This design comes from an exercise in tuning for small area, a short achievable clock period and few clock cycles per item on the open sky130 flow, not from production work.
Function was checked by simulation only, so behaviour that the tests miss may differ from the original.

## run A
## mult_div_ctrl
module mult_div_ctrl #(
  parameter int DATA_WIDTH = 32,
  parameter int CNT_WIDTH  = 6
) (
  input  logic                      clk,
  input  logic                      rst,
  input  logic                      flush,
  input  logic                      stall_hold,
  input  logic [5:0]                funct,
  input  logic [DATA_WIDTH-1:0]     operand_1,
  input  logic [DATA_WIDTH-1:0]     operand_2,
  output logic                      mult_div_done,
  output logic [2*DATA_WIDTH-1:0]   mult_div_result
);
  logic s_idle, s_mul, s_corr, s_dpre, s_dpre2, s_div, s_fix, s_done;
  logic n_done_fast;
  logic n_idle, n_mul, n_corr, n_dpre, n_dpre2, n_div, n_fix, n_done;
  logic [33:0] r_a;       
  logic [31:0] r_b;       
  logic [33:0] r_m;       
  logic [5:0]  r_cnt;
  logic [5:0]  r_bn;      
  logic [5:0]  r_bd;      
  logic        r_sn;      
  logic        r_negq;    
  logic        r_corr;    
  logic        r_take;    
  logic r_one0, r_two0, r_neg0, r_one1, r_two1, r_neg1, r_c0, r_cin;
  logic w_is_op, w_is_div, w_signed, w_start, w_negq_in, w_ext1, w_ext2;
  assign w_is_op   = (funct[5:2] == 4'b0110);
  assign w_is_div  = funct[1];
  assign w_signed  = ~funct[0];
  assign w_ext1    = w_signed & operand_1[31];
  assign w_ext2    = w_signed & operand_2[31];
  assign w_negq_in = w_ext1 ^ w_ext2;
  function automatic logic [2:0] booth(input logic [2:0] g);
    booth[2] = g[1] ^ g[0];
    booth[1] = (g == 3'b011) | (g == 3'b100);
    booth[0] = g[2] & ~(g[1] & g[0]);
  endfunction
  ...
==> flow/config.mk <==
export PLATFORM = sky130hd
export DESIGN_NAME = mult_div_ctrl
export DESIGN_NICKNAME = mult_div_ctrl
export VERILOG_FILES = /design/flow/design.v
export SDC_FILE = /design/flow/constraint.sdc
export NUM_CORES = 4
export LEC_CHECK = 0
export ABC_CLOCK_PERIOD_IN_PS = 3500
export CAP_MARGIN = 20
export CORE_MARGIN = 2
export CORE_UTILIZATION = 40
export SLEW_MARGIN = 20
==> flow/constraint.sdc <==
create_clock -name core_clock -period 14.0 [get_ports {clk}]
set_input_delay 2.8000 -clock core_clock [delete_from_list [all_inputs] [get_ports {clk}]]
set_output_delay 2.8000 -clock core_clock [all_outputs]
set_load 0.01 [all_outputs]
run.sh (not shown) runs the stock make flow with config.mk's settings and CLKGATE_MAP_FILE= SYNTH_SCRIPT=/design/flow/synth_recipe.tcl, a recipe that flattens the netlist after the stock synthesis.
Run A did not stop at any stage, and its layout met the timing, design-rule and antenna checks.
Testbench counts of run A, summed over its fixed seeds: cycles 20,471, items 2,048.
Changes in run B relative to run A:
Settings: swapping 40 for 70 in CORE_UTILIZATION.
==> flow/flow/run.sh (new file) <==
#!/bin/bash
# Standard ORFS layout (the standard.sh, all steps), with setup repair aiming for
# 9.5 ns of slack at the design's 14 ns clock. The make output is kept in standard_make.log;
# each tool's own log is under orfs/logs/.
set -euo pipefail
bash standard.sh SETUP_SLACK_MARGIN=9.5 finish > standard_make.log 2>&1
==> flow/standard.sh (new file) <==
#!/bin/bash
# synth_recipe.tcl (not shown) runs the flow's synth.tcl, then flattens the netlist and writes it again
# the make line also repeats each setting of config.mk as NAME=value (left out here)
make -C /OpenROAD-flow-scripts/flow DESIGN_CONFIG=/design/flow/config.mk WORK_HOME=/design/flow/orfs CLKGATE_MAP_FILE= SYNTH_SCRIPT=/design/flow/synth_recipe.tcl "${@:-finish}"
removed: flow/run.sh
Results
- Starting density of the core was higher in run B than in run A.
- Period utilization down 3.3 points in run B wrt run A
- Looking only at portion of the layout cell area used by non-clock buffers, and setting everything else aside, the lower value of run A and run B goes to run A.
- Run B vs. run A: number of signal-net buffers in the layout increased 9; detailed-routed wire length on met2 increased 3.4%.
- Run B against run A: worst path arrival time now smaller; post-CTS setup repair buffer count now larger; global-route usage over all layers now larger; core utilization of the finished layout now larger.
- The met1 usage in global routing of run B is higher than that of run A.
diff inputs: run B => run C
Settings: a change of CORE_UTILIZATION from 70 to 60.
Run B has a higher fraction of final layout cells with drive strength greater than 1 than run C. Against run B, run C comes in 0.13 ns lower on data arrival time of the critical path. In the metrics for run C and run B, the one carrying the higher first-pass iteration count of the detailed router is run B. From run B to run C the numbers moved as follows: setup slack of the critical path after layout picked up an extra 0.21 ns. In run C, maximum clock rate is higher than in run B. Run C vs. run B: via count of the first global-routing pass went down by 5.3%. Placed wire-length estimate, run C and run B: larger value in run B. Aggregate routed wire length improves in run C relative to run B. Cell count of run C exceeds that of run B slightly.
Changes in run D relative to run C:
Settings: a change of CORE_UTILIZATION from 60 to 40.
==> flow/flow/run.sh <==
#!/bin/bash
# Standard ORFS layout (the standard.sh, all steps), with setup repair aiming for
# 10.5 ns of slack at the design's 14 ns clock. The make output is kept in standard_make.log;
# each tool's own log is under orfs/logs/.
set -euo pipefail
bash standard.sh SETUP_SLACK_MARGIN=10.5 finish > standard_make.log 2>&1
[summary]
- Of the two values seen for critical path launch point, r_m[12] was produced by run C and r_one0 by run D.
- Of the two values seen for slowest cell on the critical path, sky130_fd_sc_hd__fa_1 was produced by run D and sky130_fd_sc_hd__dfxtp_1 by run C.
- Against run C, run D reports a count of non-CTS buffers in the layout that is higher.
- Run C → run D: wire length of the first global-routing pass went up, clock network contribution to total cell area -0.74 points.

## separate check: timing with driven ports
No port has a modelled driver above. Below, the same layouts with a new extraction and two added sets of constraints.
Step 1: set_driving_cell puts a clkbuf_16 on clk and a buf_2 on each other input, an assumption about the parent block.
Step 2 adds t to the input delays and takes it off the output delays; t is the mean of the earliest and latest rising clock arrival at the registers after step 1. Input paths then give back, and output paths get back, about the clock's delay inside the block.
Three values: ideal ports, drivers, drivers and shift; two values: the first two.
| run | t, ns | setup slack, ns | hold slack, ns | clock arrival spread, ns | slew at the worst register clock pin (ns) |
|---|---|---|---|---|---|
| run A | 0.503 | 8.875 / 8.875 / 8.409 | 0.490 / 0.490 / 0.490 | 0.019 / 0.018 | 0.07 / 0.07 |
| run B | 0.494 | 9.331 / 9.331 / 9.012 | 0.562 / 0.562 / 0.562 | 0.027 / 0.027 | 0.09 / 0.09 |
| run C | 0.488 | 9.541 / 9.541 / 9.086 | 0.531 / 0.531 / 0.531 | 0.018 / 0.018 | 0.08 / 0.08 |
| run D | 0.504 | 9.683 / 9.683 / 9.211 | 0.546 / 0.546 / 0.546 | 0.022 / 0.022 | 0.08 / 0.08 |
After both steps every run listed still meets setup and hold. The setup slack of run D, which loses most, moves by 0.000 ns with the drivers and by -0.472 ns with both steps.
